Background: an optimization exercise with open tools, aiming at small area, a short achievable clock period and few clock cycles per item. Do not read the settings as production practice. Where RTL was checked, it was by simulation tests only, not by an equivalence proof against the original. For run 1, only the layout was checked, not whether the RTL still works.

**flow/flow/run.sh**
```bash
#!/bin/bash
# Standard layout, with plain buf_1 cells as the port buffers in place of the
# delay buffers buffer_ports picks by default (every port still gets a
# buffer), and a clock tree built from mid-size clock buffers without
# dummy loads.
set -euo pipefail
export BUFFER_PORTS_ARGS="-buffer_cell sky130_fd_sc_hd__buf_1"
export CTS_ARGS="-sink_clustering_enable -repair_clock_nets -dont_use_dummy_load -buf_list {sky130_fd_sc_hd__clkbuf_4 sky130_fd_sc_hd__clkbuf_8}"
bash standard.sh > standard_flow.log 2>&1
```
**flow/standard.sh**
```bash
#!/bin/bash
# synth_recipe.tcl (not shown) runs the flow's synth.tcl, then flattens the netlist and writes it again
# the make line also repeats each setting of config.mk as NAME=value (left out here)
make -C /OpenROAD-flow-scripts/flow DESIGN_CONFIG=/design/flow/config.mk WORK_HOME=/design/flow/orfs CLKGATE_MAP_FILE= SYNTH_SCRIPT=/design/flow/synth_recipe.tcl "${@:-finish}"
```
**flow/config.mk**
```make
export PLATFORM = sky130hd
export DESIGN_NAME = clyde_top
export DESIGN_NICKNAME = clyde_top
export VERILOG_FILES = /design/flow/design.v
export SDC_FILE = /design/flow/constraint.sdc
export NUM_CORES = 4
export LEC_CHECK = 0
export CAP_MARGIN = 20
export CORE_MARGIN = 2
export CORE_UTILIZATION = 50
export SETUP_SLACK_MARGIN = 2.0
export SLEW_MARGIN = 20
export SYNTH_HIERARCHICAL = 1
```
**flow/constraint.sdc**
```tcl
create_clock -name core_clock -period 6.0 [get_ports {clk}]
set_input_delay 1.2000 -clock core_clock [delete_from_list [all_inputs] [get_ports {clk}]]
set_output_delay 1.2000 -clock core_clock [all_outputs]
set_load 0.01 [all_outputs]
```
**flow/design.v**
```verilog
`timescale 1ns/1ps
`default_nettype none
module clyde_ctrl (
    input  logic       clk,
    input  logic       arst_n,
    input  logic       start,
    output logic       busy,
    output logic       idle,
    output logic       done,
    output logic       cmd_load,
    output logic [3:0] w_even,
    output logic [3:0] w_odd
);
    localparam logic [3:0] W_INIT = 4'b0001;
    localparam logic [3:0] W_LAST = 4'b1100;
    logic [3:0] w_q;
    logic       last_step;
    logic [3:0] w_after;
    assign w_even    = w_q;
    assign w_odd     = {w_q[2:0], w_q[3] ^ w_q[0]};
    assign w_after   = {w_odd[2:0], w_odd[3] ^ w_odd[0]};
    assign idle      = ~busy;
    assign cmd_load  = start & idle;
    assign last_step = (w_q == W_LAST);
    always_ff @(posedge clk) begin
        w_q <= busy ? w_after : W_INIT;
    end
    always_ff @(posedge clk or negedge arst_n) begin
        if (!arst_n) begin
            busy <= 1'b0;
            done <= 1'b0;
        end else begin
            done <= busy & last_step;
            busy <= cmd_load | (busy & ~last_step);
        end
    end
endmodule
`default_nettype wire
`timescale 1ns/1ps
`default_nettype none
module clyde_andxor (
    input  logic a,
    input  logic b,
    input  logic c,
    output logic y
);
    assign y = (a & b) ^ c;
endmodule
module clyde_sbox_col (
    input  logic [3:0] x,
    output logic [3:0] y
);
    clyde_andxor u_y1 (.a(x[0]), .b(x[1]), .c(x[2]), .y(y[1]));
    clyde_andxor u_y0 (.a(x[3]), .b(x[0]), .c(x[1]), .y(y[0]));
    clyde_andxor u_y3 (.a(y[1]), .b(x[3]), .c(x[0]), .y(y[3]));
    clyde_andxor u_y2 (.a(y[0]), .b(y[1]), .c(x[3]), .y(y[2]));
endmodule
module clyde_sbox_layer (
    input  logic [127:0] state_in,
    output logic [127:0] state_out
);
    for (genvar c = 0; c < 32; c++) begin : g_col
        clyde_sbox_col u_col (
            .x ({state_in[96+c], state_in[64+c], state_in[32+c], state_in[c]}),
            .y ({state_out[96+c], state_out[64+c], state_out[32+c], state_out[c]})
        );
    end
endmodule
`default_nettype wire
`timescale 1ns/1ps
`default_nettype none
module clyde_lbox_layer (
    input  logic [127:0] state_in,
    input  logic [3:0]   w_value,
    output logic [127:0] state_out
);
    localparam int LB_ROT_A = 12;
    localparam int LB_ROT_B = 3;
    logic [31:0] r0, r1, r2, r3;
    logic [31:0] x_new0, y_new0, x_new1, y_new1;
    assign r0 = state_in[31:0];
    assign r1 = state_in[63:32];
    assign r2 = state_in[95:64];
    assign r3 = state_in[127:96];
    assign x_new0 = r0 ^ {r1[LB_ROT_A-1:0], r1[31:LB_ROT_A]};
    assign x_new1 = r2 ^ {r3[LB_ROT_A-1:0], r3[31:LB_ROT_A]};
    assign y_new0 = r1 ^ {x_new0[LB_ROT_B-1:0], x_new0[31:LB_ROT_B]};
    assign y_new1 = r3 ^ {x_new1[LB_ROT_B-1:0], x_new1[31:LB_ROT_B]};
    assign state_out = {y_new1[31:1], y_new1[0] ^ w_value[3],
                        x_new1[31:1], x_new1[0] ^ w_value[2],
                        y_new0[31:1], y_new0[0] ^ w_value[1],
                        x_new0[31:1], x_new0[0] ^ w_value[0]};
endmodule
`default_nettype wire
`timescale 1ns/1ps
`default_nettype none
module clyde_tweakey (
    input  logic         clk,
    input  logic         busy,
    input  logic         idle,
    input  logic [127:0] tweak,
    input  logic [127:0] key,
    output logic [127:0] tk_value
);
    logic [127:0] tweak_q;
    logic [127:0] tweak_d;
    assign tweak_d = ({128{busy}} & {tweak_q[63:0], tweak_q[63:0] ^ tweak_q[127:64]})
                   | ({128{idle}} & tweak);
    always_ff @(posedge clk) begin
        tweak_q <= tweak_d;
    end
    assign tk_value = key ^ tweak_d;
endmodule
`default_nettype wire
`timescale 1ns/1ps
`default_nettype none
module clyde_datapath (
    input  logic         clk,
    input  logic [127:0] data_in,
    input  logic [127:0] key,
    input  logic [127:0] tweak,
    input  logic         busy,
    input  logic         idle,
    input  logic         cmd_load,
    input  logic [3:0]   w_even,
    input  logic [3:0]   w_odd,
    output logic [127:0] data_out
);
    logic [127:0] state_q;
    logic [127:0] state_d;
    logic [127:0] sbox_a, lbox_a, sbox_b, lbox_b;
    logic [127:0] tk_value;
    clyde_sbox_layer u_sbox_a (.state_in(state_q), .state_out(sbox_a));
    clyde_lbox_layer u_lbox_a (.state_in(sbox_a), .w_value(w_even), .state_out(lbox_a));
    clyde_sbox_layer u_sbox_b (.state_in(lbox_a), .state_out(sbox_b));
    clyde_lbox_layer u_lbox_b (.state_in(sbox_b), .w_value(w_odd), .state_out(lbox_b));
    clyde_tweakey u_tweakey (
        .clk      (clk),
        .busy     (busy),
        .idle     (idle),
        .tweak    (tweak),
        .key      (key),
        .tk_value (tk_value)
    );
    assign state_d = (({128{busy}} & lbox_b) | ({128{idle}} & data_in)) ^ tk_value;
    always_ff @(posedge clk) begin
        if (busy | cmd_load) begin
            state_q <= state_d;
        end
    end
    assign data_out = state_q;
endmodule
`default_nettype wire
`timescale 1ns/1ps
`default_nettype none
module clyde_top (
    input  logic         clk,
    input  logic         arst_n,
    input  logic         start,
    input  logic [127:0] data_in,
    input  logic [127:0] key,
    input  logic [127:0] tweak,
    output logic [127:0] data_out,
    output logic         busy,
    output logic         done
);
    logic       cmd_load;
    logic       idle;
    logic [3:0] w_even;
    logic [3:0] w_odd;
    clyde_ctrl u_ctrl (
        .clk      (clk),
        .arst_n   (arst_n),
        .start    (start),
        .busy     (busy),
        .idle     (idle),
        .done     (done),
        .cmd_load (cmd_load),
        .w_even   (w_even),
        .w_odd    (w_odd)
    );
    clyde_datapath u_datapath (
        .clk      (clk),
        .data_in  (data_in),
        .key      (key),
        .tweak    (tweak),
        .busy     (busy),
        .idle     (idle),
        .cmd_load (cmd_load),
        .w_even   (w_even),
        .w_odd    (w_odd),
        .data_out (data_out)
    );
endmodule
`default_nettype wire
```
==> results.sh, run 1 <==
export IMPL_status="no timing/DRC/antenna violations"
export IMPL_ys_ff_latch=262
export IMPL_r2r_end="u_datapath.state_q[108]$_DFFE_PP_"
export IMPL_routabilityCongestion=0.9468
export IMPL_clock_fmax_mhz=241.1
export IMPL_htree_levels=2
export IMPL_die_x_um=192.7
export IMPL_drc=0
export IMPL_multi_input_area_um2=11290
export IMPL_r2r_setup_slack_ps=1850
export IMPL_dp_slack_ps=1499
export IMPL_skew_ps=24.91
export IMPL_fp_row_count=69
export IMPL_finalHoldViolCount=0
export IMPL_arrival_ps=4490
export IMPL_grt_pass1_vias=14220
export IMPL_post_synth_cell_area_avg_um2=10.52
export IMPL_final_setup_worst_slack_ps=1853
export IMPL_initial_core_util=0.5040
export IMPL_crit_required_ps=6340
export IMPL_yosysTopAreaCellShare=0.2160
export IMPL_layout_commonest_cell="buf_1"
export IMPL_yosysUniqueCellTypes=22
export IMPL_min_period_ps=4147
export IMPL_layout_drive_gt1_share=0.1214
export IMPL_met2WireLength_um=31100
export IMPL_die_h_um=192.7
export IMPL_critPathMaxFanout=4
export IMPL_final_cell_mix="buf_1 (516), xor2_1 (421), xnor2_1 (346), nand2_1 (257), dfxtp_1 (132)"
export IMPL_grt_pass1_wl_um=85590
export IMPL_antenna_found_initial=5
export IMPL_grt_usage=0.3176
export IMPL_syn_nets=2078
export IMPL_seq_area_um2=6540
export IMPL_clock_tree_root_cell="clkbuf_8"
export IMPL_cp_start_kind="register"
export IMPL_end_kind="register"
export IMPL_clock_latency_ps=620
export IMPL_wl_per_cell_um=22.88
export IMPL_grt_max_degree=171
export IMPL_final_setup_viol_count=0
export IMPL_vias=14320
export IMPL_nets=2596
export IMPL_areaGrowthSynthToFinish_pct=18.96
export IMPL_coreArea_um2=35310
export IMPL_via_per_inst=5.359
export IMPL_drt_wl_total_um=61160
export IMPL_numCtsBuffers=48
export IMPL_cts_clk_slew_worst_paths_ps=50
export IMPL_drtPass1Iterations=5
export IMPL_setup_tns_ps=0
export IMPL_portBuffers=516
export IMPL_reg2regPathDepth=12
export IMPL_num_io_pins=517
export IMPL_netlist_area_um2=17800
export IMPL_hold_buffers=0
export IMPL_regToRegStartpoint="u_datapath.state_q[10]$_DFFE_PP_"
export IMPL_drt_iter0_markers=826
export IMPL_yosysWarnings=9
export IMPL_synth_seq_area_share=0.3673
export IMPL_cp_startpoint="u_datapath.state_q[10]$_DFFE_PP_"
export IMPL_top_layer="met5"
export IMPL_wl_met1_um=22430
export IMPL_clk_path_buf_depth=3
export IMPL_synth_area_leaders="edfxtp_1 (22%), xor2_1 (21%), xnor2_1 (20%), dfxtp_1 (15%), a22o_2 (7.2%)"
export IMPL_grt_setup_unrepaired="yes"
export IMPL_period_share=0.6912
export IMPL_worstMarginPinSlew_ps=920.8
export IMPL_die_area_um2=37120
export IMPL_fillers=3259
export IMPL_place_detailed_hpwl_um=48340
export IMPL_clock_sinks=262
export IMPL_netlist_instances=1691
export IMPL_crit_end="u_datapath.state_q[108]$_DFFE_PP_"
export IMPL_synth_top_area_cell="edfxtp_1"
export IMPL_wl_met3_um=4799
export IMPL_drv_cap=0
export IMPL_slew_violations=0
export IMPL_ant_nets=0
export IMPL_hold_class="in2async"
export IMPL_cts_tree="built"
export IMPL_grt_ovfl_total=0
export IMPL_crit_type="reg2reg"
export IMPL_slew_headroom=0.3861
[modules after synthesis (local to each module, per instance), a selection]
module / times used / flip-flops and latches / area, um2
clyde_datapath: 1 / 128 / 6147
clyde_tweakey: 1 / 128 / 5862
clyde_lbox_layer: 2 / 0 / 1156
clyde_ctrl: 1 / 6 / 271.5
clyde_andxor: 256 / 0 / 12.51
[state kept, by name (all words and copies together) (netlist names)]
| register | cells |
|---|---|
| u_datapath.u_tweakey.tweak_q | 128 |
| u_datapath.state_q | 128 |
| u_ctrl.w_q | 4 |
| u_ctrl.busy | 1 |
| u_ctrl.done | 1 |
[final cells by class]
type | count | area share
antenna | 5 | 0.0005910
clock buffer | 48 | 0.03121
inverter | 1 | 0.0005319
multi-input combinational | 1365 | 0.5335
sequential | 262 | 0.3089
tap | 461 | 0.02725
timing repair buffer | 531 | 0.09799
[worst min path at each step]
stage	startpoint	to	slack [ps]
floorplan	u_ctrl.w_q[1]$_SDFF_PN0_	u_ctrl.w_q[3]$_SDFF_PN0_	480
global placement	u_datapath.u_tweakey.tweak_q[24]$_DFF_P_	u_datapath.u_tweakey.tweak_q[88]$_DFF_P_	510
detailed placement	u_datapath.u_tweakey.tweak_q[20]$_DFF_P_	u_datapath.u_tweakey.tweak_q[84]$_DFF_P_	520
CTS	arst_n	u_ctrl.busy$_DFF_PN0_	320
global route	arst_n	u_ctrl.busy$_DFF_PN0_	350
finish	arst_n	u_ctrl.busy$_DFF_PN0_	370
[layer usage]
| layer | vias up | GRT usage |
|---|---|---|
| li1 | 6720 | - |
| met1 | 6881 | 0.3584 |
| met2 | 594 | 0.5673 |
| met3 | 125 | 0.06801 |
| met4 | 4 | 0.1530 |
| met5 | - | 0 |
[synth_stat cells]
cell type and instances:
a22o_2 128, a22oi_1 128, a41oi_1 1, and2_1 3
and4_1 1, buf_2 17, buf_4 9, buf_6 24
clkbuf_8 13, dfrtp_1 2, dfxtp_1 132, edfxtp_1 128
inv_1 1, mux2_1 1, nand2_1 257, nand2b_1 1
nor2_1 2, nor2b_1 1, or2_2 1, xnor2_1 404
xor2_1 436, xor2_2 1
[stage by stage]
step	cells	hold WS, ps	util	cell area [um2]
finish	2673	370.0	0.5996	21170
global route	2669	352.3	0.5993	21160
CTS	2660	322.4	0.5844	20640
detailed placement	2612	517.8	0.5607	19800
global placement	2612	511.7	0.5607	19800
floorplan	1691	481.5	-	17800
[cells by family (layout without fill, tap and decap cells)]
| kind of cell | after synthesis | after routing | synth area share |
|---|---|---|---|
| flops | 262 | 262 | 0.3673 |
| simple gates | 266 | 266 | 0.05723 |
| xor+xnor | 841 | 841 | 0.4143 |
| mux | 1 | 1 | 0.0006327 |
| buf+inv | 64 | 580 | 0.03403 |
| other cells | 0 | 5 | 0 |
| compound gates | 257 | 257 | 0.1265 |
[critical path: stages (launching register included)]
cell	delay, ps
edfxtp_1	460
nand2_1	130
xnor2_2	360
xor2_1	500
xor2_1	300
nand2_1	140
xnor2_2	360
nand2_1	120
xnor2_1	570
xor2_2	340
xor2_2	280
a22oi_1	150
xnor2_1	170
[timing repair]
action | 4_1_cts | 5_1_grt
hold endpoints to repair | 0 | 0
gates resized for setup | 23 | 58
endpoints found under the setup margin | 22 | 47
setup buffers | 0 | 8
pin swaps | 0 | 2
==> run 2: changes to the inputs <==
--- a/flow/design.v
+++ b/flow/design.v
@@ -93,4 +93,20 @@
 endmodule
 `default_nettype wire
+`default_nettype none
+module clyde_lbox_x (
+    input  logic [127:0] state_in,
+    output logic [31:0]  x_new0,
+    output logic [31:0]  x_new1
+);
+    localparam int LB_ROT_A = 12;
+    logic [31:0] r0, r1, r2, r3;
+    assign r0 = state_in[31:0];
+    assign r1 = state_in[63:32];
+    assign r2 = state_in[95:64];
+    assign r3 = state_in[127:96];
+    assign x_new0 = r0 ^ {r1[LB_ROT_A-1:0], r1[31:LB_ROT_A]};
+    assign x_new1 = r2 ^ {r3[LB_ROT_A-1:0], r3[31:LB_ROT_A]};
+endmodule
+`default_nettype wire
 `timescale 1ns/1ps
 `default_nettype none
@@ -99,4 +115,5 @@
     input  logic         busy,
     input  logic         idle,
+    input  logic [3:0]   w_value,
     input  logic [127:0] tweak,
     input  logic [127:0] key,
@@ -110,5 +127,6 @@
         tweak_q <= tweak_d;
     end
-    assign tk_value = key ^ tweak_d;
+    assign tk_value = key ^ tweak_d ^ {{31'd0, busy & w_value[3]}, {31'd0, busy & w_value[2]},
+                                       {31'd0, busy & w_value[1]}, {31'd0, busy & w_value[0]}};
 endmodule
 `default_nettype wire
@@ -129,19 +147,32 @@
     logic [127:0] state_q;
     logic [127:0] state_d;
-    logic [127:0] sbox_a, lbox_a, sbox_b, lbox_b;
+    logic [127:0] sbox_a, lbox_a, sbox_b;
+    logic [31:0]  x_new0, x_new1;
+    logic [127:0] sel_d;
+    logic [127:0] part_d;
+    logic [63:0]  y_mix;
     logic [127:0] tk_value;
     clyde_sbox_layer u_sbox_a (.state_in(state_q), .state_out(sbox_a));
     clyde_lbox_layer u_lbox_a (.state_in(sbox_a), .w_value(w_even), .state_out(lbox_a));
     clyde_sbox_layer u_sbox_b (.state_in(lbox_a), .state_out(sbox_b));
-    clyde_lbox_layer u_lbox_b (.state_in(sbox_b), .w_value(w_odd), .state_out(lbox_b));
+    clyde_lbox_x     u_lbox_b (.state_in(sbox_b), .x_new0(x_new0), .x_new1(x_new1));
     clyde_tweakey u_tweakey (
         .clk      (clk),
         .busy     (busy),
         .idle     (idle),
+        .w_value  (w_odd),
         .tweak    (tweak),
         .key      (key),
         .tk_value (tk_value)
     );
-    assign state_d = (({128{busy}} & lbox_b) | ({128{idle}} & data_in)) ^ tk_value;
+    assign sel_d  = {sbox_b[127:96], x_new1, sbox_b[63:32], x_new0};
+    assign part_d = (({128{busy}} & sel_d) | ({128{idle}} & data_in)) ^ tk_value;
+    assign y_mix = {x_new1[2:0], x_new1[31:3], x_new0[2:0], x_new0[31:3]};
+    assign state_d[31:0]   = part_d[31:0];
+    assign state_d[95:64]  = part_d[95:64];
+    for (genvar i = 0; i < 32; i++) begin : g_ymix
+        clyde_andxor u_y0 (.a(busy), .b(y_mix[i]),    .c(part_d[32+i]), .y(state_d[32+i]));
+        clyde_andxor u_y1 (.a(busy), .b(y_mix[32+i]), .c(part_d[96+i]), .y(state_d[96+i]));
+    end
     always_ff @(posedge clk) begin
         if (busy | cmd_load) begin
--- a/flow/config.mk
+++ b/flow/config.mk
@@ -9,5 +9,5 @@
 export CORE_MARGIN = 2
 export CORE_UTILIZATION = 50
-export SETUP_SLACK_MARGIN = 2.0
+export SETUP_SLACK_MARGIN = 2.3
 export SLEW_MARGIN = 20
 export SYNTH_HIERARCHICAL = 1
==> results.sh, run 2 <==
export IMPL_status="no timing/DRC/antenna violations"
export IMPL_skew_ps=44.26
export IMPL_crit_required_ps=6360
export IMPL_fp_row_count=69
export IMPL_cts_clk_slew_worst_paths_ps=60
export IMPL_drt_wl_total_um=59800
export IMPL_end_kind="register"
export IMPL_grt_setup_unrepaired="yes"
export IMPL_grt_use_met1=0.3944
export IMPL_place_detailed_hpwl_um=47090
export IMPL_netlist_area_um2=17780
export IMPL_ant_nets=0
export IMPL_coreArea_um2=35310
export IMPL_hold_ws_ps=364.2
export IMPL_clock_tree_root_cell="clkbuf_8"
export IMPL_seq_area_um2=6540
export IMPL_final_cell_mix="buf_1 (516), xnor2_1 (400), xor2_1 (365), nand2_1 (325), dfxtp_1 (132)"
export IMPL_crit_top_cell="nand2_1"
export IMPL_period_share=0.6057
export IMPL_htree_levels=2
export IMPL_grt_pass1_vias=14200
export IMPL_die_h_um=192.6
export IMPL_synthMuxAreaShare=0.0006333
export IMPL_num_io_pins=517
export IMPL_use_met3=0.06856
export IMPL_yosys_area_share_simple=0.07163
export IMPL_syn_nets=2147
export IMPL_clk_path_buf_depth=3
export IMPL_grt_busiest_layer="met2"
export IMPL_cpMaxStageDelayCell="edfxtp_1"
export IMPL_path_delay_family="XOR/XNOR gates"
export IMPL_drtPass1Iterations=5
export IMPL_portBuffers=516
export IMPL_synth_top_area_cell="xnor2_1"
export IMPL_hold_class="in2async"
export IMPL_numCtsBuffers=48
export IMPL_yosysUniqueCellTypes=22
export IMPL_crit_type="reg2reg"
export IMPL_netlist_instances=1760
export IMPL_grt_ovfl_total=0
export IMPL_setup_tns_ps=0
export IMPL_slew_violations=0
export IMPL_ys_ff_latch=262
export IMPL_min_period_ps=3634
export IMPL_via_per_inst=5.304
export IMPL_synth_edff_count=128
export IMPL_grt_pass1_wl_um=84860
export IMPL_post_synth_cell_area_avg_um2=10.10
export IMPL_clock_latency_ps=630
export IMPL_synth_compound_area_frac=0.1186
export IMPL_final_setup_viol_count=0
export IMPL_clock_fmax_mhz=275.2
export IMPL_vias=14520
export IMPL_synth_top_family_by_area="XOR/XNOR gates"
export IMPL_cp_cell_sequence="nand2_1 -> xnor2_4 -> nand2_1 -> xnor2_2 -> xor2_1 -> xor2_1 -> nand2_1 -> xnor2_1 -> nand2_1 -> xnor2_1 -> xor2_1 -> a22oi_1 -> xnor2_1"
export IMPL_cts_tree="built"
export IMPL_use_met2=0.5215
export IMPL_post_route_util=0.6028
export IMPL_routabilityCongestion=0.9190
export IMPL_synth_seq_area_share=0.3676
export IMPL_areaGrowthSynthToFinish_pct=19.70
export IMPL_grt_max_degree=173
export IMPL_die_area_um2=37090
export IMPL_drc=0
export IMPL_largestRegisters="u_datapath.state_q (128), u_datapath.u_tweakey.tweak_q (128), u_ctrl.w_q (4)"
export IMPL_worstMarginPinSlew_ps=879.8
export IMPL_initial_core_util=0.5036
export IMPL_critPathMaxFanout=4
export IMPL_nets=2661
export IMPL_critPathMaxStageDelay_ps=450
export IMPL_arrival_ps=3990
export IMPL_yosysWarnings=9
export IMPL_die_x_um=192.6
export IMPL_layout_drive_gt1_share=0.06206
export IMPL_multi_input_area_um2=11420
export IMPL_synth_ff_type="dfxtp_1"
export IMPL_async_reset_ff_frac=0.007634
export IMPL_yosysTopAreaCellShare=0.2276
export IMPL_drv_cap=0
export IMPL_synth_most_common_cell="xnor2_1"
export IMPL_clock_sinks=262
export IMPL_synth_common_cells="xnor2_1 (462), xor2_1 (378), nand2_1 (325)"
export IMPL_synth_area_leaders="xnor2_1 (23%), edfxtp_1 (22%), xor2_1 (19%), dfxtp_1 (15%), nand2_1 (6.9%)"
export IMPL_antenna_found_initial=5
export IMPL_fillers=3209
export IMPL_layout_commonest_cell="buf_1"
export IMPL_grt_usage=0.3110
export IMPL_cp_start_kind="register"
export IMPL_synth_xor_xnor_area_share=0.4146
export IMPL_synth_adder_area_share=0
export IMPL_drt_iter0_markers=840
export IMPL_cp_num_buf_inv=0
export IMPL_wl_per_cell_um=21.85
export IMPL_slew_headroom=0.4135
export IMPL_finalHoldViolCount=0
-- run 2: cell count changes in the layout (fill, tap and decap cells not counted), sizes merged --
| cell | change |
|---|---|
| diode | -1 |
| buf | -3 |
| nand2 | +68 |
| xor2 | -58 |
| xnor2 | +58 |
-- run 2: cell families after synthesis --
| group | Yosys count |
|---|---|
| compound gates | 257 |
| xor+xnor | 841 |
| buf+inv | 65 |
| flops | 262 |
| mux | 1 |
| simple gates | 334 |
-- run 2: worst paths after layout --
path | slack [ps] | depth (start not counted) | to | from
min in group core_clock | 540 | 1 | u_datapath.u_tweakey.tweak_q[68]$_DFF_P_ | u_datapath.u_tweakey.tweak_q[4]$_DFF_P_
max reg2reg | 2370 | 13 | u_datapath.state_q[90]$_DFFE_PP_ | u_datapath.state_q[9]$_DFFE_PP_
max in group asynchronous | 5500 | 1 | u_ctrl.busy$_DFF_PN0_ | arst_n
min | 360 | 1 | u_ctrl.busy$_DFF_PN0_ | arst_n
min reg2reg | 540 | 1 | u_datapath.u_tweakey.tweak_q[68]$_DFF_P_ | u_datapath.u_tweakey.tweak_q[4]$_DFF_P_
max | 2370 | 13 | u_datapath.state_q[90]$_DFFE_PP_ | u_datapath.state_q[9]$_DFFE_PP_
-- run 2: per-stage QoR --
step | instance area, um2 | setup slack (ps) | std cells
after floorplan | 17780 | 2727 | 1760
after CTS | 20700 | 2250 | 2729
final | 21290 | 2366 | 2737
after global routing | 21280 | 2193 | 2735
after detailed placement | 19920 | 1996 | 2681
after global placement | 19920 | 2003 | 2681
-- run 2: worst reg2reg max path, delay by kind of cell (launching register included) --
kind             cells  cell delay (ps)
AND/OR/NAND/NOR      4              540
flip-flops           1              450
XOR/XNOR             8             2260
AO/OA/AOI/OAI        1              150
-- run 2: modules after synthesis (local to each module, per instance), a selection --
module | cell area [um2] | flip-flops and latches
clyde_lbox_layer | 1156 | 0
clyde_ctrl | 271.5 | 6
clyde_tweakey | 5643 | 128
clyde_datapath | 6147 | 128
clyde_andxor | 12.51 | 0
clyde_lbox_x | 560.5 | 0
-- run 2: area by class of cell --
type / instances / area share
Timing Repair Buffer: 528 / 0.09699
Antenna cell: 4 / 0.0004703
Tap cell: 461 / 0.02710
Clock buffer: 48 / 0.03104
Sequential cell: 262 / 0.3073
Inverter: 1 / 0.0005290
Multi-Input combinational cell: 1433 / 0.5366
-- run 2: routing by layer --
| layer | wire length [um] | vias up | part of all wire |
|---|---|---|---|
| li1 | - | 6911 | - |
| met1 | 24310 | 6937 | 0.41 |
| met2 | 28650 | 567 | 0.48 |
| met3 | 5116 | 95 | 0.086 |
| met4 | 1682 | 6 | 0.028 |
| met5 | 38 | - | 0.00064 |
-- run 2: timing repair --
| action | in CTS | in global routing |
|---|---|---|
| gates resized for setup | 16 | 67 |
| endpoints found under the setup margin | 29 | 63 |
| buffers inserted | 0 | 3 |
| pin swaps | 0 | 1 |
| hold buffers | 0 | 0 |
| hold endpoints to repair | 0 | 0 |
Testbench counts of run 2, summed over its fixed seeds: cycles 1,800, blocks 256.
==> run 3: changes to the inputs <==
--- a/flow/config.mk
+++ b/flow/config.mk
@@ -9,5 +9,5 @@
 export CORE_MARGIN = 2
 export CORE_UTILIZATION = 50
-export SETUP_SLACK_MARGIN = 2.3
+export SETUP_SLACK_MARGIN = 2.5
 export SLEW_MARGIN = 20
 export SYNTH_HIERARCHICAL = 1
==> results.sh, run 3 <==
export IMPL_dpl_cell_area_um2=19920
export IMPL_synth_edff_count=128
export IMPL_setup_tns_ps=0
export IMPL_grt_pass1_vias=14230
export IMPL_final_setup_viol_count=0
export IMPL_clock_sinks=262
export IMPL_async_reset_ff_frac=0.007634
export IMPL_die_area_um2=37090
export IMPL_ys_ff_latch=262
export IMPL_vias=14790
export IMPL_drt_wl_total_um=61120
export IMPL_period_share=0.5757
export IMPL_layout_drive_gt1_share=0.1220
export IMPL_grt_setup_unrepaired="yes"
export IMPL_numCtsBuffers=48
export IMPL_wl_per_cell_um=22.02
export IMPL_arrival_ps=3790
export IMPL_end_kind="register"
export IMPL_slew_headroom=0.4064
export IMPL_antenna_found_initial=5
export IMPL_ant_nets=0
export IMPL_cts_tree="built"
export IMPL_htree_levels=2
export IMPL_drv_cap=0
export IMPL_cts_clk_slew_worst_paths_ps=60
export IMPL_clock_latency_ps=620
export IMPL_die_x_um=192.6
export IMPL_fp_row_count=69
export IMPL_post_synth_cell_area_avg_um2=10.10
export IMPL_grt_max_degree=173
export IMPL_initial_core_util=0.5036
export IMPL_yosysUniqueCellTypes=22
export IMPL_cp_start_kind="register"
export IMPL_netlist_instances=1760
export IMPL_hold_class="in2async"
export IMPL_grt_pass1_wl_um=84990
export IMPL_die_h_um=192.6
export IMPL_synth_top_area_cell="xnor2_1"
export IMPL_clk_path_buf_depth=3
export IMPL_finalHoldViolCount=0
export IMPL_yosysWarnings=9
export IMPL_via_per_inst=5.326
export IMPL_worstMarginPinSlew_ps=890.5
export IMPL_clock_fmax_mhz=289.5
export IMPL_status="no timing/DRC/antenna violations"
export IMPL_final_cell_mix="buf_1 (516), xnor2_1 (349), nand2_1 (324), xor2_1 (315), dfxtp_1 (132)"
export IMPL_hold_buffers=0
export IMPL_place_detailed_hpwl_um=47090
export IMPL_clock_tree_root_cell="clkbuf_8"
export IMPL_final_area_um2=22690
export IMPL_critPathMaxFanout=4
export IMPL_synth_seq_area_share=0.3676
export IMPL_crit_type="reg2reg"
export IMPL_synth_ff_type="dfxtp_1"
export IMPL_synth_area_leaders="xnor2_1 (23%), edfxtp_1 (22%), xor2_1 (19%), dfxtp_1 (15%), nand2_1 (6.9%)"
export IMPL_crit_required_ps=6340
export IMPL_synth_most_common_cell="xnor2_1"
export IMPL_slew_violations=0
export IMPL_synth_common_cells="xnor2_1 (462), xor2_1 (378), nand2_1 (325)"
export IMPL_num_io_pins=517
export IMPL_skew_ps=40.71
export IMPL_layout_commonest_cell="buf_1"
export IMPL_r2r_setup_slack_ps=2550
export IMPL_drtPass1Iterations=5
export IMPL_largestRegisters="u_datapath.state_q (128), u_datapath.u_tweakey.tweak_q (128), u_ctrl.w_q (4)"
export IMPL_drc=0
export IMPL_nets=2700
export IMPL_grt_usage=0.3118
export IMPL_syn_nets=2147
export IMPL_drt_iter0_markers=800
export IMPL_min_period_ps=3454
export IMPL_yosysTopAreaCellShare=0.2276
export IMPL_coreArea_um2=35310
export IMPL_portBuffers=516
export IMPL_areaGrowthSynthToFinish_pct=27.60
export IMPL_netlist_area_um2=17780
export IMPL_routabilityCongestion=0.9190
export IMPL_grt_ovfl_total=0
==> run 3: Yosys stat by module, one instance, submodules excluded, excerpt <==
module | flops+latches | times used
clyde_lbox_layer | 0 | 1
clyde_andxor | 0 | 320
clyde_tweakey | 128 | 1
clyde_ctrl | 6 | 1
clyde_lbox_x | 0 | 1
clyde_datapath | 128 | 1
==> run 3: repair_timing <==
action / CTS / global route
hold endpoints to repair: 0 / 0
pin swaps: 0 / 20
gates resized for setup: 63 / 151
setup buffers: 1 / 41
endpoints found under the setup margin: 66 / 67
==> run 3: critical path: stages, from the launching register on <==
cell	delay, ps
edfxtp_1	480
nand2_1	190
xnor2_4	280
xor2_1	380
xor2_1	290
nand2_1	100
xnor2_1	380
nand2_1	120
xnor2_1	370
xor2_1	200
buf_4	150
a22oi_1	90
xnor2_1	170
==> run 3: cell type report <==
| class | instances | area [um2] |
|---|---|---|
| fillers | 3018 | 12620 |
| inverters | 1 | 11.26 |
| well taps | 461 | 576.8 |
| diodes | 4 | 10.01 |
| flip-flops and latches | 262 | 6540 |
| multi-input cells | 1433 | 12510 |
| repair buffers | 567 | 2382 |
| clock buffers | 48 | 660.6 |
==> run 3: routing by layer <==
layer	share of wire	vias to the layer above	routed length [um]	GRT usage
met5	0.00062	-	38	0
met4	0.032	6	1932	0.1080
met3	0.081	110	4981	0.07201
met2	0.48	593	29310	0.5215
met1	0.41	7141	24850	0.3948
li1	-	6936	-	-
==> run 3: path summary, 6_finish.rpt <==
kind                                                         start                                        to  depth (start not counted)
hold / removal                                              arst_n                     u_ctrl.busy$_DFF_PN0_                          1
setup reg to reg                   u_datapath.state_q[6]$_DFFE_PP_          u_datapath.state_q[75]$_DFFE_PP_                         12
hold reg to reg            u_datapath.u_tweakey.tweak_q[5]$_DFF_P_  u_datapath.u_tweakey.tweak_q[69]$_DFF_P_                          1
setup / recovery                   u_datapath.state_q[6]$_DFFE_PP_          u_datapath.state_q[75]$_DFFE_PP_                         12
min in group core_clock    u_datapath.u_tweakey.tweak_q[5]$_DFF_P_  u_datapath.u_tweakey.tweak_q[69]$_DFF_P_                          1
max in group asynchronous                                   arst_n                     u_ctrl.busy$_DFF_PN0_                          1
==> run 3: metrics by stage <==
stage | hold WS [ps] | std cells | worst slack, ps | utilization
floorplan | 481.5 | 1760 | 2727 | -
detailed placement | 532.1 | 2681 | 1996 | 0.5641
CTS | 312.0 | 2730 | 2450 | 0.5971
global route | 348.4 | 2774 | 2359 | 0.6425
finish | 369.5 | 2776 | 2546 | 0.6426
global placement | 522.6 | 2681 | 2003 | 0.5641
==> run 3: cell families after synthesis <==
| logic type | count (synthesis) | synth area share |
|---|---|---|
| AO/OA/AOI/OAI | 257 | 0.1186 |
| XOR/XNOR | 841 | 0.4147 |
| buffers and inverters | 65 | 0.02695 |
| flip-flops | 262 | 0.3676 |
| multiplexers | 1 | 0.0006332 |
| AND/OR/NAND/NOR | 334 | 0.07163 |
==> run 4: changes to the inputs <==
--- a/flow/config.mk
+++ b/flow/config.mk
@@ -9,5 +9,5 @@
 export CORE_MARGIN = 2
 export CORE_UTILIZATION = 50
-export SETUP_SLACK_MARGIN = 2.5
+export SETUP_SLACK_MARGIN = 2.0
 export SLEW_MARGIN = 20
 export SYNTH_HIERARCHICAL = 1
==> results.sh, run 4 <==
export IMPL_hold_buffers=0
export IMPL_post_synth_cell_area_avg_um2=10.10
export IMPL_wl_per_cell_um=21.78
export IMPL_synth_edff_count=128
export IMPL_synth_ff_type="dfxtp_1"
export IMPL_grt_ovfl_total=0
export IMPL_status="no timing/DRC/antenna violations"
export IMPL_fillers=3294
export IMPL_period_share=0.6308
export IMPL_grt_pass1_vias=14230
export IMPL_clock_sinks=262
export IMPL_final_setup_worst_slack_ps=2215
export IMPL_grt_max_degree=163
export IMPL_final_setup_viol_count=0
export IMPL_netlist_area_um2=17780
export IMPL_cp_startpoint="u_datapath.state_q[112]$_DFFE_PP_"
export IMPL_htree_levels=2
export IMPL_grt_usage=0.3113
export IMPL_areaGrowthSynthToFinish_pct=16.32
export IMPL_netlist_instances=1760
export IMPL_cts_clk_slew_worst_paths_ps=60
export IMPL_yosysTopAreaCellShare=0.2276
export IMPL_worstMarginPinSlew_ps=761.9
export IMPL_async_reset_ff_frac=0.007634
export IMPL_drc=0
export IMPL_clock_latency_ps=630
export IMPL_yosysWarnings=9
export IMPL_arrival_ps=4120
export IMPL_die_x_um=192.6
export IMPL_synth_top_area_cell="xnor2_1"
export IMPL_synth_area_leaders="xnor2_1 (23%), edfxtp_1 (22%), xor2_1 (19%), dfxtp_1 (15%), nand2_1 (6.9%)"
export IMPL_grt_pass1_wl_um=85150
export IMPL_drt_iter0_markers=966
export IMPL_die_area_um2=37090
export IMPL_routabilityCongestion=0.9195
export IMPL_ant_nets=0
export IMPL_num_io_pins=517
export IMPL_critPathMaxFanout=4
export IMPL_synth_common_cells="xnor2_1 (462), xor2_1 (378), nand2_1 (325)"
export IMPL_drtPass1Iterations=5
export IMPL_hold_ws_ps=396.7
export IMPL_place_detailed_hpwl_um=46930
export IMPL_crit_required_ps=6330
export IMPL_initial_core_util=0.5036
export IMPL_drv_cap=0
export IMPL_fp_row_count=69
export IMPL_largestRegisters="u_datapath.state_q (128), u_datapath.u_tweakey.tweak_q (128), u_ctrl.w_q (4)"
export IMPL_hold_class="in2async"
export IMPL_nets=2656
export IMPL_clock_tree_root_cell="clkbuf_8"
export IMPL_coreArea_um2=35310
export IMPL_via_per_inst=5.286
export IMPL_yosysUniqueCellTypes=22
export IMPL_layout_drive_gt1_share=0.03264
export IMPL_ys_ff_latch=262
export IMPL_numCtsBuffers=48
export IMPL_grt_setup_unrepaired="no"
export IMPL_cp_start_kind="register"
export IMPL_drt_wl_total_um=59550
export IMPL_post_route_util=0.5858
export IMPL_antenna_found_initial=5
export IMPL_setup_tns_ps=0
export IMPL_synth_seq_area_share=0.3676
export IMPL_layout_commonest_cell="buf_1"
export IMPL_skew_ps=50.46
export IMPL_min_period_ps=3785
export IMPL_synth_most_common_cell="xnor2_1"
export IMPL_cts_tree="built"
export IMPL_slew_violations=0
export IMPL_slew_headroom=0.4921
export IMPL_vias=14450
export IMPL_clock_fmax_mhz=264.2
export IMPL_crit_type="reg2reg"
export IMPL_end_kind="register"
export IMPL_die_h_um=192.6
export IMPL_dp_slack_ps=2146
export IMPL_final_cell_mix="buf_1 (516), xnor2_1 (449), xor2_1 (378), nand2_1 (325), dfxtp_1 (132)"
export IMPL_clk_path_buf_depth=3
export IMPL_syn_nets=2147
export IMPL_portBuffers=516
export IMPL_regToRegStartpoint="u_datapath.state_q[112]$_DFFE_PP_"
export IMPL_finalHoldViolCount=0
==> run 4: cell count changes in the layout (fill, tap and decap cells not counted) <==
cell,before,now
xnor2_1,349,449
xnor2_4,37,0
buf_4,46,5
xnor2_2,76,13
nand2_2,1,0
nand2_1,324,325
diode_2,4,6
xor2_2,64,1
xor2_1,315,378
buf_12,5,2
==> run 4: logic make-up after synthesis <==
group,Yosys count,share of synthesized area
compound gates,257,0.1186
xor+xnor,841,0.4147
buf+inv,65,0.02695
flops,262,0.3676
mux,1,0.0006332
simple gates,334,0.07163
==> run 4: through the flow <==
| stage | instance area, um2 | cells |
|---|---|---|
| 2_1_floorplan | 17780 | 1760 |
| 3_3_place_gp | 19910 | 2680 |
| 5_1_grt | 20680 | 2733 |
| 3_5_place_dp | 19910 | 2680 |
| 4_1_cts | 20570 | 2728 |
| 6_report | 20680 | 2734 |
==> run 4: area by class of cell <==
type	instances	area, um2	share of cell area
diodes	6	15.01	0.0007259
clock buffers	48	660.6	0.03194
inverters	1	11.26	0.0005444
multi-input cells	1433	10870	0.5253
flip-flops and latches	262	6540	0.3162
well taps	461	576.8	0.02789
repair buffers	523	2014	0.09739
==> run 4: worst paths after layout <==
check / to / slack, ps / cells past startpoint
setup / recovery: u_datapath.state_q[65]$_DFFE_PP_ / 2210 / 11
hold / removal: u_ctrl.busy$_DFF_PN0_ / 400 / 1
setup reg to reg: u_datapath.state_q[65]$_DFFE_PP_ / 2210 / 11
hold reg to reg: u_datapath.u_tweakey.tweak_q[99]$_DFF_P_ / 510 / 1
max in group asynchronous: u_ctrl.busy$_DFF_PN0_ / 5430 / 1
min in group core_clock: u_datapath.u_tweakey.tweak_q[99]$_DFF_P_ / 510 / 1
==> run 4: metal layers <==
| layer | vias to the layer above | GRT usage | wire [um] |
|---|---|---|---|
| li1 | 6919 | - | - |
| met1 | 6883 | 0.3951 | 24840 |
| met2 | 568 | 0.5090 | 27790 |
| met3 | 83 | 0.08329 | 5167 |
| met4 | 0 | 0.1113 | 1749 |
| met5 | - | 0 | 0 |
==> run 4: per-module statistics from Yosys, one instance, submodules excluded, a selection <==
| module | copies in the design | area, um2 |
|---|---|---|
| clyde_andxor | 320 | 12.51 |
| clyde_ctrl | 1 | 271.5 |
| clyde_datapath | 1 | 6147 |
| clyde_lbox_layer | 1 | 1156 |
| clyde_lbox_x | 1 | 560.5 |
| clyde_tweakey | 1 | 5643 |
==> run 4: critical path, cell delays in order, from the launching register on <==
cell,delay (ps)
edfxtp_1,420
nand2_1,90
xnor2_1,370
xor2_1,510
xor2_1,330
nand2_1,130
xnor2_1,540
nand2_1,150
xnor2_1,410
xor2_1,230
a22oi_1,150
xnor2_1,180
==> run 4: timing repair <==
action	in CTS	in global routing
gates resized for setup	0	13
setup endpoints to repair	0	23
buffers inserted	0	0
==> run 5: changes to the inputs <==
--- a/flow/design.v
+++ b/flow/design.v
@@ -56,13 +56,35 @@
     clyde_andxor u_y2 (.a(y[0]), .b(y[1]), .c(x[3]), .y(y[2]));
 endmodule
-module clyde_sbox_layer (
+module clyde_sbox_col_late (
+    input  logic [3:0] x,
+    output logic [3:0] y
+);
+    logic n01;
+    logic m11;
+    clyde_andxor u_y1 (.a(x[0]), .b(x[1]), .c(x[2]), .y(y[1]));
+    clyde_andxor u_y0 (.a(x[3]), .b(x[0]), .c(x[1]), .y(y[0]));
+    clyde_andxor u_y3 (.a(y[1]), .b(x[3]), .c(x[0]), .y(y[3]));
+    assign n01 = ~(x[0] & y[1]);
+    assign m11 = x[1] & y[1];
+    clyde_andxor u_y2 (.a(x[3]), .b(n01), .c(m11), .y(y[2]));
+endmodule
+module clyde_sbox_layer #(
+    parameter bit LATE_X3 = 1'b0
+) (
     input  logic [127:0] state_in,
     output logic [127:0] state_out
 );
     for (genvar c = 0; c < 32; c++) begin : g_col
-        clyde_sbox_col u_col (
-            .x ({state_in[96+c], state_in[64+c], state_in[32+c], state_in[c]}),
-            .y ({state_out[96+c], state_out[64+c], state_out[32+c], state_out[c]})
-        );
+        if (LATE_X3) begin : g_late
+            clyde_sbox_col_late u_col (
+                .x ({state_in[96+c], state_in[64+c], state_in[32+c], state_in[c]}),
+                .y ({state_out[96+c], state_out[64+c], state_out[32+c], state_out[c]})
+            );
+        end else begin : g_std
+            clyde_sbox_col u_col (
+                .x ({state_in[96+c], state_in[64+c], state_in[32+c], state_in[c]}),
+                .y ({state_out[96+c], state_out[64+c], state_out[32+c], state_out[c]})
+            );
+        end
     end
 endmodule
@@ -155,5 +177,5 @@
     clyde_sbox_layer u_sbox_a (.state_in(state_q), .state_out(sbox_a));
     clyde_lbox_layer u_lbox_a (.state_in(sbox_a), .w_value(w_even), .state_out(lbox_a));
-    clyde_sbox_layer u_sbox_b (.state_in(lbox_a), .state_out(sbox_b));
+    clyde_sbox_layer #(.LATE_X3(1'b1)) u_sbox_b (.state_in(lbox_a), .state_out(sbox_b));
     clyde_lbox_x     u_lbox_b (.state_in(sbox_b), .x_new0(x_new0), .x_new1(x_new1));
     clyde_tweakey u_tweakey (
==> results.sh, run 5 <==
export IMPL_status="no timing/DRC/antenna violations"
export IMPL_min_period_ps=3856
export IMPL_cp_startpoint="u_datapath.state_q[63]$_DFFE_PP_"
export IMPL_arrival_ps=4210
export IMPL_seq_area_um2=6540
export IMPL_die_h_um=194.3
export IMPL_grt_max_degree=190
export IMPL_antenna_found_initial=6
export IMPL_wl_met3_um=4707
export IMPL_hold_buffers=0
export IMPL_drt_iter0_markers=901
export IMPL_yosysUniqueCellTypes=22
export IMPL_end_kind="register"
export IMPL_post_route_util=0.5910
export IMPL_drv_cap=0
export IMPL_multi_input_area_um2=11180
export IMPL_synth_most_common_cell="xnor2_1"
export IMPL_cts_clk_slew_worst_paths_ps=60
export IMPL_critPathMaxStageDelay_ps=530
export IMPL_portBuffers=516
export IMPL_synth_ff_type="dfxtp_1"
export IMPL_netlist_area_um2=18100
export IMPL_drt_wl_total_um=60430
export IMPL_grt_ovfl_total=0
export IMPL_num_io_pins=517
export IMPL_clock_tree_root_cell="clkbuf_8"
export IMPL_hold_class="in2async"
export IMPL_coreArea_um2=35570
export IMPL_syn_nets=2211
export IMPL_synth_area_leaders="xnor2_1 (22%), edfxtp_1 (21%), xor2_1 (18%), dfxtp_1 (15%), nand2_1 (7.4%)"
export IMPL_die_x_um=194.3
export IMPL_clock_latency_ps=630
export IMPL_synth_edff_count=128
export IMPL_crit_type="reg2reg"
export IMPL_cts_tree="built"
export IMPL_htree_levels=2
export IMPL_areaGrowthSynthToFinish_pct=16.13
export IMPL_layout_drive_gt1_share=0.03256
export IMPL_final_setup_viol_count=0
export IMPL_netlist_instances=1824
export IMPL_cp_start_kind="register"
export IMPL_slew_violations=0
export IMPL_routabilityCongestion=0.9140
export IMPL_die_area_um2=37740
export IMPL_grt_pass1_wl_um=88290
export IMPL_post_synth_cell_area_avg_um2=9.925
export IMPL_synth_seq_area_share=0.3611
export IMPL_clock_fmax_mhz=259.3
export IMPL_drtPass1Iterations=7
export IMPL_drc=0
export IMPL_cp_cell_sequence="nand2_1 -> xnor2_1 -> xor2_1 -> xor2_1 -> nand2_1 -> xnor2_2 -> nand2_1 -> xnor2_1 -> xor2_1 -> a22oi_1 -> xnor2_1"
export IMPL_critPathMaxFanout=5
export IMPL_period_share=0.6427
export IMPL_async_reset_ff_frac=0.007634
export IMPL_fillers=3280
export IMPL_place_detailed_hpwl_um=47450
export IMPL_grt_pass1_vias=14730
export IMPL_via_per_inst=5.338
export IMPL_vias=14940
export IMPL_post_cts_buffers=0
export IMPL_ys_ff_latch=262
export IMPL_ant_nets=0
export IMPL_fp_row_count=69
export IMPL_grt_setup_unrepaired="yes"
export IMPL_grt_usage=0.3067
export IMPL_regToRegStartpoint="u_datapath.state_q[63]$_DFFE_PP_"
export IMPL_clk_path_buf_depth=3
export IMPL_synth_common_cells="xnor2_1 (462), xor2_1 (378), nand2_1 (357)"
export IMPL_setup_tns_ps=0
export IMPL_initial_core_util=0.5089
export IMPL_skew_ps=39.26
export IMPL_final_cell_mix="buf_1 (516), xnor2_1 (451), xor2_1 (377), nand2_1 (357), dfxtp_1 (132)"
export IMPL_layout_commonest_cell="buf_1"
export IMPL_largestRegisters="u_datapath.state_q (128), u_datapath.u_tweakey.tweak_q (128), u_ctrl.w_q (4)"
export IMPL_synth_top_area_cell="xnor2_1"
export IMPL_worstMarginPinSlew_ps=1020
export IMPL_met2WireLength_um=29230
export IMPL_finalHoldViolCount=0
export IMPL_clock_sinks=262
export IMPL_cpMaxStageDelayCell="xor2_1"
export IMPL_yosysTopAreaCellShare=0.2235
export IMPL_wl_per_cell_um=21.59
export IMPL_yosysWarnings=9
export IMPL_wl_met1_um=24920
export IMPL_numCtsBuffers=49
export IMPL_crit_required_ps=6350
export IMPL_nets=2723
export IMPL_slew_headroom=0.3200
export IMPL_top_layer="met5"
-- run 5: changes by cell type in the layout (fill, tap and decap cells not counted) --
cell / before / now
and2_1: 3 / 35
nand2_1: 325 / 357
buf_4: 5 / 7
diode_2: 6 / 4
xnor2_1: 449 / 451
xnor2_2: 13 / 11
clkbuf_8: 48 / 49
xor2_1: 378 / 377
xor2_2: 1 / 2
-- run 5: path summary, 6_finish.rpt --
check                           cells after the start                                        end  slack [ps]
worst min-delay path                                1                      u_ctrl.busy$_DFF_PN0_         360
worst max-delay path                               11           u_datapath.state_q[68]$_DFFE_PP_        2140
min in group core_clock                             1  u_datapath.u_tweakey.tweak_q[100]$_DFF_P_         540
max in group asynchronous                           1                      u_ctrl.busy$_DFF_PN0_        5500
worst max register to register                     11           u_datapath.state_q[68]$_DFFE_PP_        2140
worst min register to register                      1  u_datapath.u_tweakey.tweak_q[100]$_DFF_P_         540
-- run 5: through the flow --
step	setup slack [ps]	hold WS [ps]	area, um2	instances
final	2144	355.6	21020	2799
after global routing	1937	332.9	21020	2799
after CTS	2067	325.9	20930	2795
after detailed placement	1901	533.3	20250	2746
after global placement	1938	522.7	20250	2746
after floorplan	2089	481.5	18100	1824
-- run 5: routing by layer --
metal  GRT usage  up-vias
met1      0.3888     7135
met2      0.5196      610
li1            -     7110
met5           0        -
met4      0.1002        4
met3     0.06558       83
-- run 5: kinds of logic after synthesis --
group / synth area share
AOI/OAI and AO/OA: 0.1165
xor gates and xnor gates: 0.4073
buffers and inverters: 0.02647
DFF: 0.3611
muxes: 0.0006220
and+or+nand+nor: 0.08806
-- run 5: final cells by class --
| type | instances | share of cell area |
|---|---|---|
| multi-input cells | 1497 | 0.5318 |
| repair buffers | 525 | 0.09654 |
| diodes | 4 | 0.0004762 |
| well taps | 461 | 0.02744 |
| clock buffers | 49 | 0.03208 |
| flip-flops and latches | 262 | 0.3111 |
| inverters | 1 | 0.0005357 |
-- run 5: per-module statistics from Yosys, one instance, submodules excluded, a selection --
module | cell area [um2] | cells inside
clyde_datapath | 6147 | 413
clyde_lbox_x | 560.5 | 64
clyde_ctrl | 271.5 | 26
clyde_lbox_layer | 1156 | 132
clyde_tweakey | 5643 | 485
clyde_sbox_col_late | 10.01 | 2
-- run 5: what timing repair did --
item	CTS	global route
cloned	0	0
resized for setup	1	11
endpoints found under the setup margin	3	26
endpoints found under the hold margin	0	0
-- run 5: critical path, delay by kind of cell, from the launching register on --
| family | cells | cell delay (ps) |
|---|---|---|
| xor+xnor | 7 | 2650 |
| simple gates | 3 | 360 |
| flops | 1 | 450 |
| compound gates | 1 | 150 |
Testbench counts of run 5, summed over its fixed seeds: cycles 1,800, blocks 256.
==> run 6: changes to the inputs <==
--- a/flow/config.mk
+++ b/flow/config.mk
@@ -9,5 +9,5 @@
 export CORE_MARGIN = 2
 export CORE_UTILIZATION = 50
-export SETUP_SLACK_MARGIN = 2.0
+export SETUP_SLACK_MARGIN = 2.3
 export SLEW_MARGIN = 20
 export SYNTH_HIERARCHICAL = 1
==> results.sh, run 6 <==
export IMPL_status="no timing/DRC/antenna violations"
export IMPL_synth_edff_count=128
export IMPL_final_setup_viol_count=0
export IMPL_htree_levels=2
export IMPL_clock_latency_ps=620
export IMPL_seq_area_um2=6540
export IMPL_cts_clk_slew_worst_paths_ps=60
export IMPL_critPathMaxFanout=4
export IMPL_ant_nets=0
export IMPL_clock_fmax_mhz=281.7
export IMPL_post_synth_cell_area_avg_um2=9.925
export IMPL_ys_ff_latch=262
export IMPL_crit_required_ps=6360
export IMPL_areaGrowthSynthToFinish_pct=18.44
export IMPL_layout_drive_gt1_share=0.05656
export IMPL_drt_wl_total_um=59450
export IMPL_grt_max_degree=160
export IMPL_async_reset_ff_frac=0.007634
export IMPL_netlist_instances=1824
export IMPL_via_per_inst=5.328
export IMPL_cp_start_kind="register"
export IMPL_drtPass1Iterations=5
export IMPL_finalHoldViolCount=0
export IMPL_coreArea_um2=35570
export IMPL_yosysTopAreaCellShare=0.2235
export IMPL_fp_row_count=69
export IMPL_drt_iter0_markers=954
export IMPL_netlist_area_um2=18100
export IMPL_skew_ps=25.86
export IMPL_final_setup_worst_slack_ps=2450
export IMPL_final_area_um2=21440
export IMPL_cp_cell_sequence="nand2_1 -> xnor2_2 -> nand2_1 -> xnor2_1 -> xor2_1 -> xor2_1 -> nand2_1 -> xnor2_1 -> xor2_2 -> a22oi_1 -> xnor2_1"
export IMPL_synth_area_leaders="xnor2_1 (22%), edfxtp_1 (21%), xor2_1 (18%), dfxtp_1 (15%), nand2_1 (7.4%)"
export IMPL_num_io_pins=517
export IMPL_min_period_ps=3551
export IMPL_synth_most_common_cell="xnor2_1"
export IMPL_synth_top_area_cell="xnor2_1"
export IMPL_arrival_ps=3910
export IMPL_nets=2723
export IMPL_clk_path_buf_depth=3
export IMPL_crit_type="reg2reg"
export IMPL_wl_per_cell_um=21.25
export IMPL_place_detailed_hpwl_um=46220
export IMPL_slew_violations=0
export IMPL_grt_ovfl_total=0
export IMPL_synth_seq_area_share=0.3611
export IMPL_grt_setup_unrepaired="yes"
export IMPL_dpl_cell_area_um2=20240
export IMPL_die_x_um=194.3
export IMPL_cts_tree="built"
export IMPL_initial_core_util=0.5089
export IMPL_dp_slack_ps=1900
export IMPL_synth_common_cells="xnor2_1 (462), xor2_1 (378), nand2_1 (357)"
export IMPL_end_kind="register"
export IMPL_numCtsBuffers=48
export IMPL_clock_tree_root_cell="clkbuf_8"
export IMPL_fillers=3235
export IMPL_yosysWarnings=9
export IMPL_multi_input_area_um2=11620
export IMPL_die_area_um2=37740
export IMPL_yosysUniqueCellTypes=22
export IMPL_worstMarginPinSlew_ps=1109
export IMPL_antenna_found_initial=3
export IMPL_drc=0
export IMPL_hold_buffers=0
export IMPL_syn_nets=2211
export IMPL_drv_cap=0
export IMPL_portBuffers=516
export IMPL_slew_headroom=0.2608
export IMPL_layout_commonest_cell="buf_1"
export IMPL_critPathMaxStageDelay_ps=440
export IMPL_die_h_um=194.3
export IMPL_grt_pass1_wl_um=87420
export IMPL_synth_ff_type="dfxtp_1"
export IMPL_setup_tns_ps=0
export IMPL_hold_class="in2async"
export IMPL_post_cts_buffers=0
export IMPL_hold_ws_ps=365.2
export IMPL_final_cell_mix="buf_1 (516), xnor2_1 (410), xor2_1 (362), nand2_1 (357), dfxtp_1 (132)"
export IMPL_clock_sinks=262
export IMPL_grt_usage=0.3038
export IMPL_grt_pass1_vias=14810
export IMPL_vias=14900
export IMPL_cpMaxStageDelayCell="edfxtp_1"
export IMPL_period_share=0.5918
export IMPL_largestRegisters="u_datapath.state_q (128), u_datapath.u_tweakey.tweak_q (128), u_ctrl.w_q (4)"
export IMPL_routabilityCongestion=0.9515
[run 6: cell families (layout without fill, tap and decap cells)]
group | count (synthesis) | count (layout) | share of synthesized area
AO/OA/AOI/OAI | 257 | 257 | 0.1165
XOR/XNOR | 841 | 841 | 0.4073
buffers and inverters | 65 | 575 | 0.02647
flip-flops | 262 | 262 | 0.3611
multiplexers | 1 | 1 | 0.0006220
other | 0 | 2 | 0
AND/OR/NAND/NOR | 398 | 398 | 0.08806
[run 6: worst max-delay path: cells and delay by family (launching register included)]
family	cells	cell delay, ps
flip-flops	1	440
AND/OR/NAND/NOR	3	340
XOR/XNOR	7	2340
AO/OA/AOI/OAI	1	170
[run 6: what timing repair did]
| action | 4_1_cts | 5_1_grt |
|---|---|---|
| resized for setup | 16 | 54 |
| pin swaps | 0 | 0 |
| cloned | 0 | 0 |
| endpoints found under the setup margin | 28 | 61 |
[run 6: final timing paths]
check | startpoint | endpoint | slack (ps) | cells after the start
worst max-delay path | u_datapath.state_q[25]$_DFFE_PP_ | u_datapath.state_q[10]$_DFFE_PP_ | 2450 | 11
worst min-delay path | arst_n | u_ctrl.busy$_DFF_PN0_ | 370 | 1
worst max register to register | u_datapath.state_q[25]$_DFFE_PP_ | u_datapath.state_q[10]$_DFFE_PP_ | 2450 | 11
worst min register to register | u_datapath.u_tweakey.tweak_q[23]$_DFF_P_ | u_datapath.u_tweakey.tweak_q[87]$_DFF_P_ | 540 | 1
max in group asynchronous | arst_n | u_ctrl.busy$_DFF_PN0_ | 5480 | 1
min in group core_clock | u_datapath.u_tweakey.tweak_q[23]$_DFF_P_ | u_datapath.u_tweakey.tweak_q[87]$_DFF_P_ | 540 | 1
[run 6: area by class of cell]
type | instances | share of cell area
multi-input combinational | 1497 | 0.5421
sequential | 262 | 0.3050
timing repair buffer | 526 | 0.09442
clock buffer | 48 | 0.03081
tap | 461 | 0.02690
inverter | 1 | 0.0005252
antenna | 2 | 0.0002334
[run 6: stage by stage]
| stage | instances | utilization |
|---|---|---|
| 2_1_floorplan | 1824 | - |
| 3_5_place_dp | 2747 | 0.5691 |
| 5_1_grt | 2796 | 0.6027 |
| 4_1_cts | 2795 | 0.5910 |
| 3_3_place_gp | 2747 | 0.5691 |
| 6_report | 2797 | 0.6028 |
[run 6: per-module statistics from Yosys, one instance, submodules excluded, excerpt]
module / cell area, um2 / flip-flops and latches / cells
clyde_datapath: 6147 / 128 / 413
clyde_tweakey: 5643 / 128 / 485
clyde_lbox_layer: 1156 / 0 / 132
clyde_lbox_x: 560.5 / 0 / 64
clyde_ctrl: 271.5 / 6 / 26
clyde_andxor: 12.51 / 0 / 2
clyde_sbox_col_late: 10.01 / 0 / 2
[run 6: layer usage]
layer | part of all wire | global-route usage | vias to the layer above
li1 | - | - | 7096
met1 | 0.41 | 0.3888 | 7131
met2 | 0.48 | 0.5100 | 575
met3 | 0.079 | 0.06836 | 99
met4 | 0.028 | 0.09540 | 2
met5 | 0.00017 | 0 | -
==> run 7: changes to the inputs <==
--- a/flow/config.mk
+++ b/flow/config.mk
@@ -9,5 +9,5 @@
 export CORE_MARGIN = 2
 export CORE_UTILIZATION = 50
-export SETUP_SLACK_MARGIN = 2.3
+export SETUP_SLACK_MARGIN = 2.5
 export SLEW_MARGIN = 20
 export SYNTH_HIERARCHICAL = 1
==> results.sh, run 7 <==
export IMPL_cp_num_buf_inv=0
export IMPL_nets=2724
export IMPL_met2WireLength_um=29090
export IMPL_fillers=3133
export IMPL_grt_setup_unrepaired="yes"
export IMPL_place_inst=2747
export IMPL_skew_ps=28.09
export IMPL_grt_pass1_wl_um=87860
export IMPL_post_synth_cell_area_avg_um2=9.925
export IMPL_cpMaxStageDelayCell="edfxtp_1"
export IMPL_path_delay_family="XOR/XNOR gates"
export IMPL_drt_wl_total_um=60230
export IMPL_grt_pass1_vias=14850
export IMPL_critPathMaxStageDelay_ps=440
export IMPL_synth_edff_count=128
export IMPL_yosysUniqueCellTypes=22
export IMPL_grt_usage=0.3056
export IMPL_synth_most_common_cell="xnor2_1"
export IMPL_die_area_um2=37740
export IMPL_min_period_ps=3421
export IMPL_clock_sinks=262
export IMPL_drt_iter0_markers=987
export IMPL_finalHoldViolCount=0
export IMPL_synth_seq_area_share=0.3611
export IMPL_via_per_inst=5.347
export IMPL_cp_start_kind="register"
export IMPL_die_h_um=194.3
export IMPL_crit_type="reg2reg"
export IMPL_drc=0
export IMPL_regToRegStartpoint="u_datapath.state_q[9]$_DFFE_PP_"
export IMPL_place_detailed_hpwl_um=46220
export IMPL_wl_per_cell_um=21.53
export IMPL_layout_cells_non_filler=2797
export IMPL_coreArea_um2=35570
export IMPL_areaGrowthSynthToFinish_pct=22.66
export IMPL_grt_max_degree=160
export IMPL_critPathMaxFanout=5
export IMPL_grt_ovfl_total=0
export IMPL_status="no timing/DRC/antenna violations"
export IMPL_initial_core_util=0.5089
export IMPL_slew_headroom=0.3258
export IMPL_vias=14960
export IMPL_final_setup_viol_count=0
export IMPL_synth_area_leaders="xnor2_1 (22%), edfxtp_1 (21%), xor2_1 (18%), dfxtp_1 (15%), nand2_1 (7.4%)"
export IMPL_synth_common_cells="xnor2_1 (462), xor2_1 (378), nand2_1 (357)"
export IMPL_largestRegisters="u_datapath.state_q (128), u_datapath.u_tweakey.tweak_q (128), u_ctrl.w_q (4)"
export IMPL_antenna_found_initial=3
export IMPL_worstMarginPinSlew_ps=1011
export IMPL_cts_clk_slew_worst_paths_ps=60
export IMPL_routabilityCongestion=0.9515
export IMPL_period_share=0.5702
export IMPL_fp_row_count=69
export IMPL_final_setup_worst_slack_ps=2579
export IMPL_layout_drive_gt1_share=0.08522
export IMPL_clock_tree_root_cell="clkbuf_8"
export IMPL_wl_met3_um=4999
export IMPL_clock_latency_ps=620
export IMPL_wl_met1_um=24250
export IMPL_dp_slack_ps=1900
export IMPL_final_cell_mix="buf_1 (516), xnor2_1 (370), nand2_1 (357), xor2_1 (336), dfxtp_1 (132)"
export IMPL_clk_path_buf_depth=3
export IMPL_arrival_ps=3780
export IMPL_drv_cap=0
[run 7: cell counts after synthesis]
No cell type changed its count.
[run 7: layer usage]
layer | up-vias | GRT usage
met5 | - | 0
met4 | 4 | 0.09736
met3 | 114 | 0.07236
met2 | 588 | 0.5114
met1 | 7161 | 0.3897
li1 | 7089 | -
[run 7: area by class of cell]
type | instances | area, um2 | share of cell area
well taps | 461 | 576.8 | 0.02598
multi-input cells | 1497 | 12380 | 0.5574
diodes | 1 | 2.502 | 0.0001127
flip-flops and latches | 262 | 6540 | 0.2945
repair buffers | 527 | 2036 | 0.09168
inverters | 1 | 11.26 | 0.0005072
clock buffers | 48 | 660.6 | 0.02975
[run 7: repair_timing]
| item | in CTS | in global routing |
|---|---|---|
| setup buffers | 0 | 1 |
| hold endpoints to repair | 0 | 0 |
| pin swaps | 0 | 7 |
| setup endpoints to repair | 61 | 73 |
| gates resized for setup | 56 | 104 |
| gates cloned | 0 | 0 |
[run 7: modules after synthesis (local to each module, per instance), excerpt]
module,flops+latches,cells inside,copies in the design
clyde_tweakey,128,485,1
clyde_sbox_col_late,0,2,32
clyde_andxor,0,2,320
clyde_ctrl,6,26,1
clyde_lbox_x,0,64,1
clyde_datapath,128,413,1
clyde_lbox_layer,0,132,1
[run 7: worst register-to-register path: cells and delay by family, from the launching register on]
kind,cells,cell delay [ps]
AOI/OAI and AO/OA,1,140
xor gates and xnor gates,7,2150
DFF,1,440
and+or+nand+nor,3,440
[run 7: final timing paths]
path                                                       endpoint  slack [ps]  cells past startpoint
min reg2reg                u_datapath.u_tweakey.tweak_q[87]$_DFF_P_         540                      1
min                                           u_ctrl.busy$_DFF_PN0_         360                      1
max in group asynchronous                     u_ctrl.busy$_DFF_PN0_        5480                      1
min in group core_clock    u_datapath.u_tweakey.tweak_q[87]$_DFF_P_         540                      1
max                                u_datapath.state_q[81]$_DFFE_PP_        2580                     11
max reg2reg                        u_datapath.state_q[81]$_DFFE_PP_        2580                     11
[run 7: kinds of logic after synthesis]
logic type,share of synthesized area
AND/OR/NAND/NOR,0.08806
AO/OA/AOI/OAI,0.1165
buffers and inverters,0.02647
flip-flops,0.3611
multiplexers,0.0006220
XOR/XNOR,0.4073
[run 7: metrics by stage]
stage,util,cell area (um2),hold WS (ps)
detailed placement,0.5691,20240,532.5
global placement,0.5691,20240,522.2
global route,0.6242,22200,340.6
finish,0.6242,22200,363.3
CTS,0.5994,21320,319.8
floorplan,-,18100,481.5

[re-timing with driven ports]
How much do the figures lean on ideal ports? The routed layouts below were timed once more, with nothing changed but the port constraints.
Step 1 sets driving cells, clkbuf_16 on the clock port and buf_2 on the other inputs (assumed; they add their load-dependent delay and slew).
Step 2 times the ports against the registers' clock, not the clock port: input delays grow and output delays shrink by t, the midpoint of the rising clock arrivals with the driver on.
a / b / c = ideal ports / drivers / drivers and shift; a / b = the first two.
run | t (ns) | slack for setup (ns) | worst hold slack (ns) | cell pins on the clock port's net
run 1 | 0.657 | 1.853 / 1.853 / 1.853 | 0.370 / 0.343 / 0.516 | 1
run 2 | 0.650 | 2.366 / 2.366 / 2.366 | 0.364 / 0.342 / 0.538 | 1
run 3 | 0.651 | 2.546 / 2.546 / 2.546 | 0.370 / 0.346 / 0.540 | 1
run 4 | 0.657 | 2.215 / 2.215 / 2.215 | 0.397 / 0.382 / 0.513 | 1
run 5 | 0.652 | 2.144 / 2.144 / 2.144 | 0.356 / 0.332 / 0.544 | 1
run 6 | 0.659 | 2.449 / 2.435 / 2.449 | 0.365 / 0.356 / 0.544 | 1
run 7 | 0.660 | 2.579 / 2.579 / 2.579 | 0.363 / 0.354 / 0.544 | 1
After both steps every run listed still meets setup and hold.
